This design comes from an exercise in tuning for small area on the open sky130 flow, not from production work. Where RTL was checked, it was by simulation tests only, not by an equivalence proof against the original. Function not checked in run 1: the RTL went through the layout flow alone. Power figures rest on the tool's default switching activity, not on a simulated workload.

## flow/design.v (module list and top-level ports; edited modules follow where they fit)
// module agc_stream: 252 lines
// module agc_pre32: 11 lines
// module agc_and2: 3 lines
// module agc_gt16: 13 lines
// module agc_maj: 3 lines
// module agc_ao8: 11 lines
// module agc_ao7: 11 lines
// module agc_aoi3: 4 lines
// module agc_aoi2: 3 lines
// module agc_fa: 4 lines
// module agc_ha: 4 lines
// module agc_bsel: 3 lines
// module agc_bpp: 5 lines
// module agc_rsel: 3 lines
// module agc_rcarry: 7 lines
// module agc_bppn: 5 lines
// module agc_lane: 725 lines
module agc_stream #(
  parameter int          WIN_LOG2 = 10,
  parameter logic [15:0] GAIN_MIN = 16'h0010,
  parameter logic [15:0] GAIN_MAX = 16'h4000
) (
  input  logic        clk,
  input  logic        reset_n,
  input  logic        ce,
  input  logic [31:0] tdata_s,
  input  logic        tvalid_s,
  output logic        tready_s,
  output logic [31:0] tdata_m,
  output logic        tvalid_m,
  input  logic        tready_m,
  input  logic [31:0] haddr_s,
  input  logic [2:0]  hburst_s,
  input  logic [2:0]  hsize_s,
  input  logic [1:0]  htrans_s,
  input  logic [31:0] hwdata_s,
  input  logic        hwrite_s,
  input  logic        hsel_s,
  output logic [31:0] hrdata_s,
  output logic        hreadyout_s,
  output logic        hresp_s,
  output logic        irq
);
  // ...
==> flow/flow/run.sh <==
#!/bin/bash
# The standard layout (standard.sh), with plain buf_1 cells as the port buffers
# instead of the weakest-drive delay buffer that buffer_ports picks by default.
set -euo pipefail
export BUFFER_PORTS_ARGS="-buffer_cell sky130_fd_sc_hd__buf_1"
bash standard.sh > standard.log 2>&1
==> flow/standard.sh <==
#!/bin/bash
# synth_recipe.tcl (not shown) runs the flow's synth.tcl, then flattens the netlist and writes it again
# the make line also repeats each setting of config.mk as NAME=value (left out here)
make -C /OpenROAD-flow-scripts/flow DESIGN_CONFIG=/design/flow/config.mk WORK_HOME=/design/flow/orfs CLKGATE_MAP_FILE= SYNTH_SCRIPT=/design/flow/synth_recipe.tcl "${@:-finish}"
==> flow/config.mk <==
export PLATFORM = sky130hd
export DESIGN_NAME = agc_stream
export DESIGN_NICKNAME = agc_stream
export VERILOG_FILES = /design/flow/design.v
export SDC_FILE = /design/flow/constraint.sdc
export NUM_CORES = 4
export LEC_CHECK = 0
export CAP_MARGIN = 10
export CORE_MARGIN = 2
export CORE_UTILIZATION = 45
export SLEW_MARGIN = 10
export SYNTH_HIERARCHICAL = 1
==> flow/constraint.sdc <==
create_clock -name core_clock -period 9.0 [get_ports {clk}]
set_input_delay 1.8000 -clock core_clock [delete_from_list [all_inputs] [get_ports {clk}]]
set_output_delay 1.8000 -clock core_clock [all_outputs]
set_load 0.01 [all_outputs]
==> run summary, run 1 <==
* WP buf/inv at 4
* Setup crit start kind: input pin
* # setup viols final at 0
* Yosys Warn Count at 7
* Dominant cell type by area after synthesis: fa_1
* Fin area at about 25000 sq um
* First-pass GRT wire length at 116000 um
* Worst-skew pair later-pin latency at 0.50 ns
* Post-synth top cells: 290 x fa_1, 277 x nand2_1, 243 x a222oi_1
* Final Util at 50.7%
* Vias in the first global route at 20300
* Adder-Cell Fraction of Synth Area at 33.8%
* Drc violations at 0
* CP max stage delay at 0.47 ns
* CTS clk-pin slew, worst paths at approximately 0.080 ns
* Mapped Cells at 2315
* Overflow after GRT at 0
* Peak supply drop at 0.000290 V
* # clk buffers at 21
* Hold Path Depth at 2
* H-Tree Depth at 4
* Yosys cell types at 79
* Critical path depth at 24
* Commonest cells after routing, fill and taps aside: 290 x fa_1, 276 x nand2_1, 243 x a222oi_1
* Met3 wire len at 7970 um
* Antenna violations before repair at 5
* Max Fclk at 0.122 GHz
* Clk Tree Root Cell: clkbuf_16
* Largest family of logic cells by synthesized area: adder cells
* Row cnt at 81
* WL met2 at 33800 um
* Slew Viols, Final at 0
* Power, Total at 5780 uW
* NetSw at around 2700 uW
* CTS resizes at 0
* Setup crit end kind: flop
* Post-synthesis sequential area ratio at about a fifth
* Clock sinks at between 150 and 200
* Status: timing/DRC/antenna clean
* Mapped cell area at 22400 sq um
* Buffering overhead at 5.07%
* IO buf count at 125
* Initial Util at 45.7%
==> module agc_stream, before the edit <==
module agc_stream #(
  parameter int          WIN_LOG2 = 10,
  parameter logic [15:0] GAIN_MIN = 16'h0010,
  parameter logic [15:0] GAIN_MAX = 16'h4000
) (
  input  logic        clk,
  input  logic        reset_n,
  input  logic        ce,
  input  logic [31:0] tdata_s,
  input  logic        tvalid_s,
  output logic        tready_s,
  output logic [31:0] tdata_m,
  output logic        tvalid_m,
  input  logic        tready_m,
  input  logic [31:0] haddr_s,
  input  logic [2:0]  hburst_s,
  input  logic [2:0]  hsize_s,
  input  logic [1:0]  htrans_s,
  input  logic [31:0] hwdata_s,
  input  logic        hwrite_s,
  input  logic        hsel_s,
  output logic [31:0] hrdata_s,
  output logic        hreadyout_s,
  output logic        hresp_s,
  output logic        irq
);
  localparam logic [2:0] A_CTRL = 3'd0;
  localparam logic [2:0] A_TGT  = 3'd1;
  localparam logic [2:0] A_HYST = 3'd2;
  localparam logic [2:0] A_STEP = 3'd3;
  localparam logic [2:0] A_MAN  = 3'd4;
  localparam logic [2:0] A_CUR  = 3'd5;
  localparam logic [2:0] A_PEAK = 3'd6;
  localparam logic [2:0] A_SAT  = 3'd7;
  function automatic logic carry16(input logic [15:0] a, input logic [15:0] b,
                                   input logic cin);
    logic c;
    integer i;
    c = cin;
    for (i = 0; i < 16; i = i + 1) c = (a[i] & b[i]) | ((a[i] | b[i]) & c);
    carry16 = c;
  endfunction
  function automatic logic [16:0] add16(input logic [15:0] a, input logic [15:0] b,
                                        input logic cin);
    logic c;
    logic [16:0] s;
    integer i;
    c = cin;
    for (i = 0; i < 16; i = i + 1) begin
      s[i] = a[i] ^ b[i] ^ c;
      c = (a[i] & b[i]) | (a[i] & c) | (b[i] & c);
    end
    s[16] = c;
    add16 = s;
  endfunction
  genvar gi;
  logic [2:0]  r_addr;
  logic        r_wr;
  logic [1:0]  r_ctrl;
  logic [15:0] r_target;
  logic [15:0] r_hyst;
  logic [15:0] r_step;
  logic [15:0] r_man;
  logic [15:0] r_gain;
  logic [15:0] r_last_key;     
  logic [15:0] r_peak;         
  logic [31:0] r_sat;
  logic [WIN_LOG2-1:0] r_cnt;
  logic        r_win_end;
  logic        r_irq;
  logic        r_tvalid;
  logic [31:0] r_tdata;
  logic        w_wr_ctrl;
  logic        w_wr_tgt;
  logic        w_wr_hyst;
  logic        w_wr_step;
  logic        w_wr_man;
  logic        w_wr_sat;
  logic [15:0] w_man_next;
  logic        w_acc;
  logic        w_wrap;
  logic [15:0] w_oi, w_oq;
  logic        w_si, w_sq;
  assign hreadyout_s = 1'b1;
  assign hresp_s     = 1'b0;
  assign tready_s    = !r_tvalid | tready_m;
  assign tvalid_m    = r_tvalid;
  assign tdata_m     = r_tdata;
  assign irq         = r_irq;
  assign w_wr_ctrl = r_wr & (r_addr == A_CTRL);
  assign w_wr_tgt  = r_wr & (r_addr == A_TGT);
  assign w_wr_hyst = r_wr & (r_addr == A_HYST);
  assign w_wr_step = r_wr & (r_addr == A_STEP);
  assign w_wr_man  = r_wr & (r_addr == A_MAN);
  assign w_wr_sat  = r_wr & (r_addr == A_SAT);
  assign w_man_next = w_wr_man ? hwdata_s[15:0] : r_man;
  assign w_acc  = ce & tvalid_s & tready_s;
  assign w_wrap = w_acc & (&r_cnt);
  logic [15:0] w_gain_n;
  assign w_gain_n = ~r_gain;
  agc_lane u_li (.x(tdata_s[15:0]),  .g(r_gain), .gn(w_gain_n), .y(w_oi), .sat(w_si));
  agc_lane u_lq (.x(tdata_s[31:16]), .g(r_gain), .gn(w_gain_n), .y(w_oq), .sat(w_sq));
  logic [15:0] w_ki, w_kq, w_max, w_last_peak;
  logic        w_cip, w_ciq, w_cqp, w_sel_i, w_sel_q, w_sel_p;
  assign w_ki  = {tdata_s[14:0]  ^ {15{tdata_s[15]}}, tdata_s[15]};
  assign w_kq  = {tdata_s[30:16] ^ {15{tdata_s[31]}}, tdata_s[31]};
  agc_gt16 u_ciq (.a(w_ki), .b(w_kq),   .gt(w_ciq));    
  agc_gt16 u_cip (.a(w_ki), .b(r_peak), .gt(w_cip));    
  agc_gt16 u_cqp (.a(w_kq), .b(r_peak), .gt(w_cqp));    
  assign w_sel_i = w_ciq & w_cip;
  assign w_sel_q = !w_ciq & w_cqp;
  assign w_sel_p = !w_sel_i & !w_sel_q;
  assign w_max = ({16{w_sel_i}} & w_ki) | ({16{w_sel_q}} & w_kq) | ({16{w_sel_p}} & r_peak);
  logic [15:0] w_mag_c;
  assign w_mag_c[0] = r_last_key[0];
  for (gi = 0; gi < 15; gi = gi + 1) begin : g_mag
    agc_ha u_h (.a(r_last_key[gi+1]), .b(w_mag_c[gi]), .s(w_last_peak[gi]), .co(w_mag_c[gi+1]));
  end
  assign w_last_peak[15] = w_mag_c[15];
  logic [15:0] w_dn_s, w_dn_c, w_up_s, w_up_c;
  logic        w_dn, w_up;
  assign w_dn_s = w_last_peak ^ ~r_target ^ ~r_hyst;
  assign w_dn_c = (w_last_peak & ~r_target) | (w_last_peak & ~r_hyst) | (~r_target & ~r_hyst);
  assign w_up_s = r_target ^ ~w_last_peak ^ ~r_hyst;
  assign w_up_c = (r_target & ~w_last_peak) | (r_target & ~r_hyst) | (~w_last_peak & ~r_hyst);
  function automatic logic csa_b17(input logic [15:0] s, input logic [15:0] c);
    logic k;
    integer i;
    k = s[0];
    for (i = 1; i < 16; i = i + 1) k = (s[i] & c[i-1]) | ((s[i] | c[i-1]) & k);
    csa_b17 = c[15] & k;
  endfunction
  assign w_dn = csa_b17(w_dn_s, w_dn_c);
  assign w_up = csa_b17(w_up_s, w_up_c);
  logic [16:0] w_sub, w_add;
  logic [15:0] w_gdn, w_gup;
  logic        w_upd, w_clamp;
  assign w_sub = add16(r_gain, ~r_step, 1'b1);    
  assign w_add = add16(r_gain, r_step, 1'b0);
  assign w_gdn = (!w_sub[16] || (w_sub[15:4] == 12'd0)) ? GAIN_MIN : w_sub[15:0];
  assign w_gup = (w_add[16] || w_add[15] || (w_add[14] && (w_add[13:0] != 14'd0)))
               ? GAIN_MAX : w_add[15:0];
  assign w_upd   = ce & r_win_end & r_ctrl[0] & !r_ctrl[1];
  assign w_clamp = (w_dn & (w_gdn == GAIN_MIN))
                 | (w_up & (w_gup == GAIN_MAX));
  always_ff @(posedge clk) begin
    r_addr <= haddr_s[4:2];
    if (!reset_n) r_wr <= 1'b0;
    else          r_wr <= hsel_s & htrans_s[1] & hwrite_s;
  end
  always_ff @(posedge clk) begin
    if (!reset_n) begin
      r_ctrl   <= 2'd0;
      r_target <= 16'h4000;
      r_hyst   <= 16'h0800;
      r_step   <= 16'h0010;
      r_man    <= 16'h0100;
    end else begin
      if (w_wr_ctrl) r_ctrl   <= hwdata_s[1:0];
      if (w_wr_tgt)  r_target <= hwdata_s[15:0];
      if (w_wr_hyst) r_hyst   <= hwdata_s[15:0];
      if (w_wr_step) r_step   <= hwdata_s[15:0];
      r_man <= w_man_next;
    end
  end
  logic [WIN_LOG2-1:0] w_cnt_pre;    
  assign w_cnt_pre[0] = 1'b1;
  for (gi = 1; gi < WIN_LOG2; gi = gi + 1) begin : g_cnt
    assign w_cnt_pre[gi] = w_cnt_pre[gi-1] & r_cnt[gi-1];
  end
  always_ff @(posedge clk) begin
    if (!reset_n) begin
      r_cnt       <= '0;
      r_peak      <= 16'd0;
      r_last_key  <= 16'd0;
    end else if (w_wr_ctrl) begin
      r_cnt  <= '0;
      r_peak <= 16'd0;
    end else if (w_acc) begin
      r_cnt <= r_cnt ^ w_cnt_pre;
      if (&r_cnt) begin
        r_peak      <= 16'd0;
        r_last_key  <= w_max;
      end else begin
        r_peak <= w_max;
      end
    end
  end
  always_ff @(posedge clk) begin
    if (!reset_n) begin
      r_win_end <= 1'b0;
    end else if (ce) begin
      r_win_end <= w_wrap & !w_wr_ctrl;
    end
  end
  logic [31:0] w_sat_pre;
  logic        w_sat_inc;
  agc_pre32 u_sat_pre (.a(r_sat), .p(w_sat_pre));
  assign w_sat_inc = w_acc & (w_si | w_sq) & ~(w_sat_pre[31] & r_sat[31]);
  always_ff @(posedge clk) begin
    if (!reset_n || w_wr_sat) begin
      r_sat <= 32'd0;
    end else begin
      r_sat <= r_sat ^ (w_sat_pre & {32{w_sat_inc}});
    end
  end
  always_ff @(posedge clk) begin
    if (!reset_n) begin
      r_gain <= 16'h0100;
    end else if (ce) begin
      if (!r_ctrl[0]) begin
        r_gain <= w_man_next;
      end else if (w_upd & w_dn) begin
        r_gain <= w_gdn;
      end else if (w_upd & w_up) begin
        r_gain <= w_gup;
      end
    end
  end
  always_ff @(posedge clk) begin
    if (!reset_n) begin
      r_irq <= 1'b0;
    end else begin
      r_irq <= w_upd & w_clamp;
    end
  end
  always_ff @(posedge clk) begin
    if (!reset_n) begin
      r_tvalid <= 1'b0;
    end else if (ce & tready_s) begin
      r_tvalid <= tvalid_s;
    end
    if (w_acc) r_tdata <= {w_oq, w_oi};
  end
  logic [7:0] w_rsel;
  for (gi = 0; gi < 8; gi = gi + 1) begin : g_rsel
    assign w_rsel[gi] = (r_addr == gi);
  end
  for (gi = 0; gi < 2; gi = gi + 1) begin : g_rd8
    agc_ao8 u_ao (.s(w_rsel),
                  .d({r_sat[gi], w_last_peak[gi], r_gain[gi], r_man[gi], r_step[gi],
                      r_hyst[gi], r_target[gi], r_ctrl[gi]}),
                  .y(hrdata_s[gi]));
  end
  for (gi = 2; gi < 16; gi = gi + 1) begin : g_rd7
    agc_ao7 u_ao (.s(w_rsel[7:1]),
                  .d({r_sat[gi], w_last_peak[gi], r_gain[gi], r_man[gi], r_step[gi],
                      r_hyst[gi], r_target[gi]}),
                  .y(hrdata_s[gi]));
  end
  assign hrdata_s[31:16] = r_sat[31:16] & {16{w_rsel[7]}};
endmodule
==> module agc_pre32, before the edit <==
module agc_pre32 (
  input  logic [31:0] a,
  output logic [31:0] p
);
  genvar gi;
  assign p[0] = 1'b1;
  assign p[1] = a[0];
  for (gi = 2; gi < 32; gi = gi + 1) begin : g_p
    agc_and2 u_a (.a(p[gi-1]), .b(a[gi-1]), .y(p[gi]));
  end
endmodule
==> module agc_ao8, before the edit <==
module agc_ao8 (
  input  logic [7:0] s,
  input  logic [7:0] d,
  output logic       y
);
  logic [2:0] t;
  agc_aoi3 u_a (.a0(s[0]), .b0(d[0]), .a1(s[1]), .b1(d[1]), .a2(s[2]), .b2(d[2]), .y(t[0]));
  agc_aoi3 u_b (.a0(s[3]), .b0(d[3]), .a1(s[4]), .b1(d[4]), .a2(s[5]), .b2(d[5]), .y(t[1]));
  agc_aoi2 u_c (.a0(s[6]), .b0(d[6]), .a1(s[7]), .b1(d[7]), .y(t[2]));
  assign y = ~&t;
endmodule
==> inputs of run 2 (changes only) <==
--- a/flow/design.v
+++ b/flow/design.v
@@ -112,10 +112,8 @@
   assign w_sel_p = !w_sel_i & !w_sel_q;
   assign w_max = ({16{w_sel_i}} & w_ki) | ({16{w_sel_q}} & w_kq) | ({16{w_sel_p}} & r_peak);
-  logic [15:0] w_mag_c;
-  assign w_mag_c[0] = r_last_key[0];
   for (gi = 0; gi < 15; gi = gi + 1) begin : g_mag
-    agc_ha u_h (.a(r_last_key[gi+1]), .b(w_mag_c[gi]), .s(w_last_peak[gi]), .co(w_mag_c[gi+1]));
+    assign w_last_peak[gi] = r_last_key[gi+1] ^ (&r_last_key[gi:0]);
   end
-  assign w_last_peak[15] = w_mag_c[15];
+  assign w_last_peak[15] = &r_last_key;
   logic [15:0] w_dn_s, w_dn_c, w_up_s, w_up_c;
   logic        w_dn, w_up;
@@ -237,14 +235,8 @@
     assign w_rsel[gi] = (r_addr == gi);
   end
-  for (gi = 0; gi < 2; gi = gi + 1) begin : g_rd8
+  for (gi = 0; gi < 16; gi = gi + 1) begin : g_rd
     agc_ao8 u_ao (.s(w_rsel),
                   .d({r_sat[gi], w_last_peak[gi], r_gain[gi], r_man[gi], r_step[gi],
-                      r_hyst[gi], r_target[gi], r_ctrl[gi]}),
-                  .y(hrdata_s[gi]));
-  end
-  for (gi = 2; gi < 16; gi = gi + 1) begin : g_rd7
-    agc_ao7 u_ao (.s(w_rsel[7:1]),
-                  .d({r_sat[gi], w_last_peak[gi], r_gain[gi], r_man[gi], r_step[gi],
-                      r_hyst[gi], r_target[gi]}),
+                      r_hyst[gi], r_target[gi], (gi < 2) ? r_ctrl[gi % 2] : 1'b0}),
                   .y(hrdata_s[gi]));
   end
@@ -257,12 +249,8 @@
   genvar gi;
   assign p[0] = 1'b1;
-  assign p[1] = a[0];
-  for (gi = 2; gi < 32; gi = gi + 1) begin : g_p
-    agc_and2 u_a (.a(p[gi-1]), .b(a[gi-1]), .y(p[gi]));
+  for (gi = 1; gi < 32; gi = gi + 1) begin : g_p
+    assign p[gi] = p[gi-1] & a[gi-1];
   end
 endmodule
-module agc_and2 (input logic a, input logic b, output logic y);
-  assign y = a & b;
-endmodule
 module agc_gt16 (
   input  logic [15:0] a,
@@ -286,27 +274,5 @@
   output logic       y
 );
-  logic [2:0] t;
-  agc_aoi3 u_a (.a0(s[0]), .b0(d[0]), .a1(s[1]), .b1(d[1]), .a2(s[2]), .b2(d[2]), .y(t[0]));
-  agc_aoi3 u_b (.a0(s[3]), .b0(d[3]), .a1(s[4]), .b1(d[4]), .a2(s[5]), .b2(d[5]), .y(t[1]));
-  agc_aoi2 u_c (.a0(s[6]), .b0(d[6]), .a1(s[7]), .b1(d[7]), .y(t[2]));
-  assign y = ~&t;
-endmodule
-module agc_ao7 (
-  input  logic [6:0] s,
-  input  logic [6:0] d,
-  output logic       y
-);
-  logic [2:0] t;
-  agc_aoi3 u_a (.a0(s[0]), .b0(d[0]), .a1(s[1]), .b1(d[1]), .a2(s[2]), .b2(d[2]), .y(t[0]));
-  agc_aoi3 u_b (.a0(s[3]), .b0(d[3]), .a1(s[4]), .b1(d[4]), .a2(s[5]), .b2(d[5]), .y(t[1]));
-  assign t[2] = ~(s[6] & d[6]);
-  assign y = ~&t;
-endmodule
-module agc_aoi3 (input logic a0, input logic b0, input logic a1, input logic b1,
-                 input logic a2, input logic b2, output logic y);
-  assign y = ~((a0 & b0) | (a1 & b1) | (a2 & b2));
-endmodule
-module agc_aoi2 (input logic a0, input logic b0, input logic a1, input logic b1, output logic y);
-  assign y = ~((a0 & b0) | (a1 & b1));
+  assign y = |(s & d);
 endmodule
 module agc_fa (input logic a, input logic b, input logic c, output logic s, output logic co);
--- a/flow/config.mk
+++ b/flow/config.mk
@@ -8,5 +8,5 @@
 export CAP_MARGIN = 10
 export CORE_MARGIN = 2
-export CORE_UTILIZATION = 45
+export CORE_UTILIZATION = 55
 export SLEW_MARGIN = 10
 export SYNTH_HIERARCHICAL = 1
==> run summary, run 2 <==
* Slew Viols, Final at 0 (unchanged)
* Met2 usage at 59.5% (was 45.7%)
* Hold crit path type: reg2reg (unchanged)
* R2r worst-path depth at 23 (was 22)
* CP arrival at 8.75 ns (was 8.62 ns)
* Setup slack, reg-to-reg at 0.75 ns (was 1.25 ns)
* # setup viols final at 0 (unchanged)
* HPWL Detailed at 56500 um (was 54000 um)
* Post-route clock skew at 0.00891 ns (was 0.0177 ns)
* Maximum fanout along the worst path at 31 (was 18)
* Count leader, synth: fa_1 (unchanged)
* Setup crit start kind: input pin (unchanged)
* Inserted Clock Buffers at 17 (unchanged)
* DR iter-0 viols at 3590 (was 3573)
* Met3 Use GR at 8.81% (was 7.33%)
* Yosys Warn Count at 7 (unchanged)
* Status: timing/DRC/antenna clean (unchanged)
* Via density at 6.87 (was 6.50)
* Worst path required time at 9.34 ns (was 9.41 ns)
* DR WL/cell at 25.2 um (was 23.6 um)
* IO buf count at 125 (unchanged)
* Largest net degree at the start of global routing at 70 (was 86)
* Overall routing resource usage at 37.3% (was 29.4%)
* Slew @ Worst Pin at 1.27 ns (was 1.13 ns)
* Final count of hold timing violations at 0 (unchanged)
* IO Pins at 180 (unchanged)
* R2R Path End: r_gain[0] (was r_gain[13])
* Chip height at 206 um (was 227 um)
* Dominant cell type by area after synthesis: fa_1 (unchanged)
* Synthesis-stage register bit count at 195 (unchanged)
* Post-CTS Setup Inserts at 0 (unchanged)
* Post-route ant nets at 0 (unchanged)
* Leakage power at 0.00903 uW (was 0.00907 uW)
* Clock sinks at 195 (unchanged)
* Slew headroom at 15.0% (was 24.4%)
* Pwr Density at 239 nW/um^2 (was 233 nW/um^2)
* Share of post-route cells with drive strength above 1 at 9.08% (was 9.05%)
* Clk Tree Root Cell: clkbuf_16 (unchanged)
* Regs by FF count: r_sat x32, r_tdata x32 (unchanged)
* Gp weighted congestion at 0.998 (was 0.910)
* Final Worst Setup Slack at 0.589 ns (was 0.798 ns)
* Critical path's slowest cell: and2_1 (was maj3_2)
* HP Start: r_hyst[15] (was r_cnt[3])
* Peak supply drop at 0.000310 V (was 0.000290 V)
* Mean Syn Cell Area at 9.58 sq um (was 9.68 sq um)
* GR Util met1 at 48.2% (was 38.7%)
* Yosys top cell area share at 25.8% (was 25.9%)
* CTS clk-pin slew, worst paths at 0.07 ns (was 0.08 ns)
* Post-synth top cells: 290 x fa_1, 257 x nand2_1, 210 x a222oi_1 (was 290 x fa_1, 277 x nand2_1, 243 x a222oi_1)
* MaxCap Viol Count at 0 (unchanged)
* Number of synthesized flops with an enable pin at 32 (unchanged)
* Fin area at 24700 sq um (was 24900 sq um)
* Mapped Cells at 2348 (was 2315)
* RSZ-0062 raised after global routing: false (unchanged)
* Worst setup path start: tdata_s[20] (was tdata_s[31])
* Final #Nets at 3027 (was 2992)
* Post-Place Cell Area at 24200 sq um (about the same)
* CTS tree: done (unchanged)
* Core area at 40600 sq um (was 49100 sq um)
* H-Tree Depth at 4 (unchanged)
* Fin Setup TNS at 0 ns (unchanged)
* Post-synthesis sequential area ratio at 18.8% (about the same)
* Critical Path End: r_sat[20] (was r_last_key[8])
* Row cnt at 74 (was 81)
* Clock Path Buffers at 2 (unchanged)
* Top Usage Layer GRT: met2 (unchanged)
* Reg2reg start: r_step[0] (unchanged)
* CP max stage delay at 0.65 ns (was 0.47 ns)
* Ys async rst share at 0% (unchanged)
* Post-route minimum period at 8.41 ns (was 8.20 ns)
* Overflow after GRT at 0 (unchanged)
* Top cells by area, synth: fa_1 26%, dfxtp_1 15%, a222oi_1 9.3%, ha_1 4.7%, nand2_1 4.3% (was fa_1 26%, dfxtp_1 15%, a222oi_1 11%, ha_1 5.3%, nand2_1 4.6%)
* Die Footprint at 42500 sq um (was 51600 sq um)
* Vias in the first global route at 20800 (was 20300)
* Yosys cell types at 83 (was 79)
* Commonest cells after routing, fill and taps aside: 290 x fa_1, 257 x nand2_1, 210 x a222oi_1 (was 290 x fa_1, 276 x nand2_1, 243 x a222oi_1)
* DRT Pass-1 Iters at 19 (was 17)
* CTS Hold Bufs at 0 (unchanged)
* WL final at 77800 um (was 75100 um)
* Die Wd at 206 um (was 227 um)
* DR vias at 21200 (was 20700)
* Most used DFF post-synth: dfxtp_1 (unchanged)
* CTS resizes at 0 (unchanged)
* Setup crit end kind: flop (unchanged)
* Initial Util at 55.4% (was 45.7%)
* Mapped cell area at 22500 sq um (was 22400 sq um)
* Commonest non-fill, non-tap cell in the layout: fa_1 (unchanged)
* Crit share post-route at 93.5% (was 91.1%)
* Pre-CTS WS at 0.213 ns (was 0.337 ns)
* Antenna violations before repair at 3 (was 5)
* First-pass GRT wire length at 121000 um (was 116000 um)
* Layout overhead on the synthesized area at 9.97% (was 11.0%)
* Drc violations at 0 (unchanged)
* Worst-skew pair later-pin latency at 0.50 ns (about the same)
* Max Fclk at 0.119 GHz (was 0.122 GHz)
* WS Path Type: in2reg (unchanged)
## run 2: worst min-delay path by stage
| stage | endpoint | depth (start not counted) |
|---|---|---|
| finish | r_hyst[15] | 2 |
| detailed placement | r_hyst[15] | 2 |
| global placement | r_cnt[1] | 2 |
| floorplan | r_win_end | 2 |
| CTS | r_hyst[15] | 2 |
| global route | r_hyst[15] | 2 |
## run 2: modules after synthesis, one instance, submodules excluded, excerpt
| module | area (sq um) | copies in the design | cells |
|---|---|---|---|
| agc_bppn | 8.76 | 30 | 1 |
| agc_fa | 20.0 | 228 | 1 |
| agc_gt16 | 63.8 | 3 | 17 |
| agc_ha | 12.5 | 44 | 1 |
| agc_lane | 1370 | 2 | 213 |
| agc_maj | 11.3 | 48 | 1 |
| agc_pre32 | 394 | 1 | 71 |
| agc_rsel | 10.0 | 210 | 1 |
| agc_stream | 10200 | 1 | 1108 |
## run 2: critical path: cells and delay by family
kind	cells	cell delay [ns]
AOI/OAI and AO/OA	10	1.93
and+or+nand+nor	7	1.59
xor gates and xnor gates	3	0.51
adders and majority gates	5	2.27
buffers and inverters	2	0.62
## run 2: metal layers
metal | wire length, um | share of wire [%]
met1 | 29800 | 38
met5 | 21 | 0.027
met4 | 4170 | 5.4
met2 | 35800 | 46
met3 | 7990 | 10
## run 2: stage by stage
step / utilization, % / power, uW / hold slack [ns] / instances
final: 60.9 / 5910 / 0.474 / 3088
after global routing: 60.9 / 6450 / 0.489 / 3087
after CTS: 60.9 / 5900 / 0.474 / 3087
after detailed placement: 59.4 / 5090 / 0.464 / 3055
after global placement: 59.4 / 5000 / 0.462 / 3055
after floorplan: - / 4150 / 0.447 / 2362
## run 2: kinds of logic (layout without fill, tap and decap cells)
logic type | after synthesis | after routing | share of synthesized area, %
other cells | 6 | 21 | 0.100
flops | 195 | 195 | 18.8
buf+inv | 243 | 436 | 4.44
mux | 37 | 37 | 1.66
simple gates | 668 | 668 | 13.7
xor+xnor | 151 | 151 | 5.94
compound gates | 623 | 623 | 22.4
fa+ha+maj | 425 | 425 | 33.0
## run 2: power by group
part | switching, uW | leakage, uW | internal, uW
Combinational | 2380 | 0.00713 | 1830
Sequential | 13.8 | 0.00162 | 909
Clock | 395 | 0.000281 | 378
## run 2: final cells by class
class / instances / area [sq um]
timing repair buffer: 228 / 1260
sequential: 195 / 4220
antenna: 1 / 2.50
fill: 3654 / 15900
multi-input combinational: 1924 / 17400
inverter: 176 / 661
clock inverter: 13 / 120
clock buffer: 19 / 453
tap: 532 / 666

-- re-timing with driven ports --
How much do the figures lean on ideal ports? The routed layouts below were timed once more, with nothing changed but the port constraints. Step 1 (the two cells are an assumption about what drives the block):
set clk [get_ports {clk}]
set_driving_cell -lib_cell sky130_fd_sc_hd__clkbuf_16 $clk
set_driving_cell -lib_cell sky130_fd_sc_hd__buf_2 [delete_from_list [all_inputs] $clk]
Step 2 adds t to the input delays and takes it off the output delays; t is the mean of the earliest and latest rising clock arrival at the registers after step 1. Input paths then give back, and output paths get back, about the clock's delay inside the block. a / b / c = ideal ports / drivers / drivers and shift; a / b = the first two.
run	shift t [ns]	slack for setup (ns)	latest minus earliest clock arrival (ns)	worst data-port slew with drivers (ns)	cell pins on the clock port's net
run 1	0.548	0.798 / 0.830 / 0.283	0.019 / 0.019	0.11	1
run 2	0.550	0.589 / 0.621 / 0.071	0.010 / 0.010	0.09	1
After both steps setup and hold are still met in every run listed. For run 2, which loses most, drivers alone change the setup slack by +0.032 ns; drivers and shift together by -0.518 ns.
